From an optimization exercise on the open Yosys and OpenROAD flow, aimed at small area and a short achievable clock period; shortcuts taken in it are not production practice. At most, simulation tests tie the RTL to the original design; equivalence was not proved. No activity file was given, so power comes from the tool's default toggle rates.

job 3041:
Design zic_mmr_ctrl, start of the top module:
module zic_mmr_ctrl #(
	parameter int                 NUM_IRQ  = 48,
	parameter zic_pkg::zic_addr_t MMR_BASE = 16'h1000
)
(
	input  logic                zic_clk,
	input  logic                zic_rst,
	input  logic                wdt_reset_i,
	input  zic_pkg::zic_addr_t  zic_mmr_write_addr_i,
	input  zic_pkg::zic_data_t  zic_mmr_write_data_i,
	input  logic                zic_mmr_write_en_i,
	input  zic_pkg::zic_addr_t  zic_mmr_read_addr_i,
	input  logic                zic_mmr_read_en_i,
	input  logic [NUM_IRQ-1:0]  zic_int_pending_i,
	input  logic                zic_int_pending_valid_i,
	input  logic [NUM_IRQ-1:0]  zic_int_enable_i,
	input  logic                zic_int_enable_valid_i,
	output logic [NUM_IRQ-1:0]  zic_int_en_o,
	output zic_pkg::zic_data_t  zic_mmr_read_data_o,
	output logic                zic_mmr_read_valid_o
);
==> flow/config.mk <==
export PLATFORM = sky130hd
export DESIGN_NAME = zic_mmr_ctrl
export DESIGN_NICKNAME = zic_mmr_ctrl
export VERILOG_FILES = /design/flow/design.v
export SDC_FILE = /design/flow/constraint.sdc
export NUM_CORES = 4
export LEC_CHECK = 0
export CAP_MARGIN = 20
export CORE_MARGIN = 2
export CORE_UTILIZATION = 40
export CTS_BUF_LIST = sky130_fd_sc_hd__clkbuf_4 sky130_fd_sc_hd__clkbuf_8
export PLACE_DENSITY = 0.6
export SETUP_SLACK_MARGIN = 1.5
export SLEW_MARGIN = 20
export SYNTH_HIERARCHICAL = 1
==> flow/constraint.sdc <==
create_clock -name core_clock -period 4.0 [get_ports {zic_clk}]
set_input_delay 0.8000 -clock core_clock [delete_from_list [all_inputs] [get_ports {zic_clk}]]
set_output_delay 0.8000 -clock core_clock [all_outputs]
set_load 0.01 [all_outputs]
standard.sh (not shown) runs the stock make flow with config.mk's settings and CLKGATE_MAP_FILE= SYNTH_SCRIPT=/design/flow/synth_recipe.tcl, a recipe that flattens the netlist after the stock synthesis.
==> flow/flow/run.sh <==
#!/bin/bash
# Standard ORFS layout, with small plain buffers on the ports instead of the
# delay cell that buffer_ports picks by default.
set -e
export BUFFER_PORTS_ARGS="-buffer_cell sky130_fd_sc_hd__buf_2"
bash standard.sh > standard.log 2>&1
Job 3041 was carried through to the last stage, and its layout satisfied the timing, DRC and antenna checks.
[inputs] job 2728 vs job 3041
# job 3041
export LEC_CHECK = 0
export CAP_MARGIN = 20
export CORE_MARGIN = 2
export CORE_UTILIZATION = 40
export CTS_BUF_LIST = sky130_fd_sc_hd__clkbuf_4 sky130_fd_sc_hd__clkbuf_8
export PLACE_DENSITY = 0.6
export SETUP_SLACK_MARGIN = 1.5
export SLEW_MARGIN = 20
export SYNTH_HIERARCHICAL = 1
create_clock -name core_clock -period 4.0 [get_ports {zic_clk}]
# job 2728
export LEC_CHECK = 0
export CAP_MARGIN = 20
export CORE_MARGIN = 2
export CORE_UTILIZATION = 60
export PLACE_DENSITY = 0.75
export SETUP_SLACK_MARGIN = 1.8
export SLEW_MARGIN = 20
export SYNTH_HIERARCHICAL = 1
create_clock -name core_clock -period 4.0 [get_ports {zic_clk}]
==> flow/flow/run.sh <==
#!/bin/bash
# Standard ORFS layout (the standard.sh) with:
#  - small plain buffers on the ports instead of the delay cell that
#    buffer_ports picks by default;
#  - clock tree built from clkbuf_16 sink clusters, without dummy loads.
set -e
export BUFFER_PORTS_ARGS="-buffer_cell sky130_fd_sc_hd__buf_2"
export CTS_ARGS="-sink_clustering_enable -repair_clock_nets -dont_use_dummy_load -buf_list sky130_fd_sc_hd__clkbuf_16 -sink_clustering_size 25 -sink_clustering_max_diameter 80"
bash standard.sh > standard.log 2>&1
==> comparison <==
- Summary — area of the die, job 2728 relative to job 3041: lower, by about 33%.
- On share of cell area taken by flip-flops and latches, the higher figure sits with job 2728, not job 3041.
- On fraction of the cycle the final worst path needs, the lower figure sits with job 2728, not job 3041.
- Number of levels the H-tree was split into, job 3041 and job 2728, higher one = job 3041.
- The global-route usage of job 2728 is higher than that of job 3041.
- Taking job 3041 as the reference point, the routed wire length of job 2728 falls by about 9%.
Changes in job 1396 relative to job 2728:
# job 2728
export LEC_CHECK = 0
export CAP_MARGIN = 20
export CORE_MARGIN = 2
export CORE_UTILIZATION = 60
export PLACE_DENSITY = 0.75
export SETUP_SLACK_MARGIN = 1.8
export SLEW_MARGIN = 20
export SYNTH_HIERARCHICAL = 1
create_clock -name core_clock -period 4.0 [get_ports {zic_clk}]
# job 1396
export LEC_CHECK = 0
export CAP_MARGIN = 20
export CORE_MARGIN = 2
export CORE_UTILIZATION = 40
export PLACE_DENSITY = 0.6
export SLEW_MARGIN = 20
export SYNTH_HIERARCHICAL = 1
create_clock -name core_clock -period 4.0 [get_ports {zic_clk}]
==> flow/flow/run.sh <==
#!/bin/bash
# Standard ORFS layout, with small plain buffers on the ports instead of the
# delay cell that buffer_ports picks by default.
set -e
export BUFFER_PORTS_ARGS="-buffer_cell sky130_fd_sc_hd__buf_2"
bash standard.sh > standard.log 2>&1
==> comparison <==
The higher detailed-router iteration count before antenna repair came out of job 2728.
Job 1396: full flow OK, the timing, DRC and antenna checks passed
When the final numbers for job 1396 and job 2728 were put side by side, the power per standard cell area turned out to be greater in job 1396.
Synthesis-to-layout area growth (lower): job 2728
Comparing job 2728 against job 1396, there is no change at all in sequential fraction of the synthesis area.
For cell count, dividing the value from job 1396 by the value from job 2728 gives 1.11.
Summary of job 1396 over job 2728: internal power climbed 34%, wire length the detailed router placed on met1 climbed about 20%, final critical-path setup slack dropped 0.50 ns.
#### Input delta (job 3432 over job 1396)
# job 1396
export LEC_CHECK = 0
export CAP_MARGIN = 20
export CORE_MARGIN = 2
export CORE_UTILIZATION = 40
export PLACE_DENSITY = 0.6
export SLEW_MARGIN = 20
export SYNTH_HIERARCHICAL = 1
create_clock -name core_clock -period 4.0 [get_ports {zic_clk}]
# job 3432
export LEC_CHECK = 0
export CAP_MARGIN = 20
export CORE_MARGIN = 2
export CORE_UTILIZATION = 60
export PLACE_DENSITY = 0.75
export SETUP_SLACK_MARGIN = 2.2
export SLEW_MARGIN = 20
export SYNTH_HIERARCHICAL = 1
export TNS_END_PERCENT = 0
create_clock -name core_clock -period 4.0 [get_ports {zic_clk}]
==> flow/flow/run.sh <==
#!/bin/bash
# Standard ORFS layout (the standard.sh) with:
#  - small plain buffers on the ports instead of the delay cell that
#    buffer_ports picks by default;
#  - clock tree built from clkbuf_16 sink clusters, without dummy loads.
set -e
export BUFFER_PORTS_ARGS="-buffer_cell sky130_fd_sc_hd__buf_2"
export CTS_ARGS="-sink_clustering_enable -repair_clock_nets -dont_use_dummy_load -buf_list sky130_fd_sc_hd__clkbuf_16 -sink_clustering_size 25 -sink_clustering_max_diameter 80"
bash standard.sh > standard.log 2>&1
### Flow results
Delta(pin slew with the least headroom to its limit, job 3432 - job 1396) < 0
Job 1396 has a lower buffering stage count on the worst path with inverters included than job 3432.
The capture point of the critical path comes out rd_q[9] in one run and rd_q[2] in the other, namely in job 1396 and job 3432 respectively.
Compare job 1396 and job 3432 | proportion of final cell area spent on non-clock buffers lower: job 1396
Across both runs, count of non-CTS buffers in the layout was higher for job 3432 than for job 1396.
Of the two values seen for group drawing the most power, registers was produced by job 3432 and clock by job 1396.
Job 3432 vs. job 1396: clock-pin slew on the worst setup and hold paths now sits higher; layout-stage area growth over the synthesis result went down.
Between job 1396 and job 3432, fraction of standard cell area that is sequential is lower for job 1396, job 3432 comes in above that.
In the reports for job 1396 and job 3432, the smaller number of cell rows belongs to job 3432.
Sort job 1396 and job 3432 by number of inserted diodes asc -> top: job 3432
Summary of job 3432 over job 1396: share of the core filled with cells increased by 23 points relative to the old numbers, count of clock-buffer cells in the layout decreased by about 60% relative to the old numbers.

zic_mmr_ctrl, a different RTL version from the one above (not shown whole).
For scale: roughly 1800 cells after synthesis, roughly 490 flip-flops, about 0.022 mm² of cells after synthesis.
==> flow/design.v (excerpt) <==
module zic_mmr_ctrl #(
	parameter int                 NUM_IRQ  = 48,
	parameter zic_pkg::zic_addr_t MMR_BASE = 16'h1000
)
(
	input  logic                zic_clk,
	input  logic                zic_rst,
	input  logic                wdt_reset_i,
	input  zic_pkg::zic_addr_t  zic_mmr_write_addr_i,
	input  zic_pkg::zic_data_t  zic_mmr_write_data_i,
	input  logic                zic_mmr_write_en_i,
	input  zic_pkg::zic_addr_t  zic_mmr_read_addr_i,
	input  logic                zic_mmr_read_en_i,
	input  logic [NUM_IRQ-1:0]  zic_int_pending_i,
	input  logic                zic_int_pending_valid_i,
	input  logic [NUM_IRQ-1:0]  zic_int_enable_i,
	input  logic                zic_int_enable_valid_i,
	output logic [NUM_IRQ-1:0]  zic_int_en_o,
	output zic_pkg::zic_data_t  zic_mmr_read_data_o,
	output logic                zic_mmr_read_valid_o
);
	localparam int BW = zic_pkg::ZIC_BYTE_W;
	logic [15:0] wa, ra;
	assign wa = zic_mmr_write_addr_i;
	assign ra = zic_mmr_read_addr_i;
	logic wr_blk, rd_blk;
	assign wr_blk = zic_mmr_write_en_i && (wa[15:8] == MMR_BASE[15:8]);
	assign rd_blk = zic_mmr_read_en_i  && (ra[15:8] == MMR_BASE[15:8]);
	logic [3:0] wg1, wg2, rg1, rg2;
	logic [2:0] wg3, rg3;
	for (genvar i = 0; i < 4; i++)
	begin : g_pre
		assign wg1[i] = (wa[3:2] == i);
		assign wg2[i] = (wa[5:4] == i);
		assign rg1[i] = (ra[3:2] == i);
		assign rg2[i] = (ra[5:4] == i);
		if (i < 3)
		begin : g_top
			assign wg3[i] = (wa[7:6] == i);
			assign rg3[i] = (ra[7:6] == i);
		end
	end
	logic wdt, wdt_n;
	logic ctl_wr, ctl_wr_ld, ctl_wr_n, ip_wr_n, ip_set, ie_wr_n, ie_set;
	assign wdt      = wdt_reset_i;
	assign wdt_n    = !wdt_reset_i;
	assign ctl_wr   = wr_blk && (wa[1:0] == zic_pkg::ZIC_SEL_CTL);
	assign ctl_wr_ld = ctl_wr && !wdt_reset_i;
	assign ctl_wr_n = !ctl_wr;
	assign ip_wr_n  = !(wr_blk && wa[1:0] == zic_pkg::ZIC_SEL_IP);
  ...
clock: 4.0 ns
lec_check: 0
cap_margin: 20
core_margin: 2
core_utilization: 60
place_density: 0.75
setup_slack_margin: 1.8
slew_margin: 20
synth_hierarchical: 1
==> flow/flow/run.sh <==
#!/bin/bash
# Standard ORFS layout (the standard.sh) with:
#  - small plain buffers on the ports instead of the delay cell that
#    buffer_ports picks by default;
#  - clock tree built from clkbuf_16 sink clusters, without dummy loads.
set -e
export BUFFER_PORTS_ARGS="-buffer_cell sky130_fd_sc_hd__buf_2"
export CTS_ARGS="-sink_clustering_enable -repair_clock_nets -dont_use_dummy_load -buf_list sky130_fd_sc_hd__clkbuf_16 -sink_clustering_size 25 -sink_clustering_max_diameter 80"
bash standard.sh > standard.log 2>&1
Rerun with:
SETUP_SLACK_MARGIN = 2.2   (was 1.8)
TNS_END_PERCENT = 0   (was unset)
Power is lower by 1.8%.
Setup slack is worse by 62 ps.
Global-route usage is lower by 0.65 points.
Synthesized cell count is unchanged.
Combinational power is lower by 8.0%.
Count of clock-buffer cells in the layout is lower by 2.
No functional check of the RTL was part of any run of this note.

re-timing with driven ports:
The results above use ideal ports. As a check the final layouts listed here were re-extracted and re-timed, cells and wires unchanged.
Step 1 assumes that a clkbuf_16 drives the clock port and a buf_2 every other input.
Step 2 also shifts input and output timing later by t, the mid clock arrival at the registers, as if the neighbouring blocks saw the same clock.
Three values: no drivers, after step 1, after step 2; two values: the first two.
run	t, ns	slack for setup (ns)	pins driven straight from the clock port
job 3041	0.704	1.443 / 1.430 / 0.726	1
job 2728	0.612	1.684 / 1.658 / 1.046	1
job 1396	0.649	1.181 / 1.163 / 0.514	1
job 3432	0.640	1.710 / 1.707 / 1.067	1
the first run of note 2	0.613	1.661 / 1.598 / 0.984	1
the second run of note 2	0.615	1.599 / 1.602 / 0.987	1
After both steps setup and hold are still met in every run listed. For job 3041, which loses most, drivers alone change the setup slack by -0.013 ns; drivers and shift together by -0.717 ns.
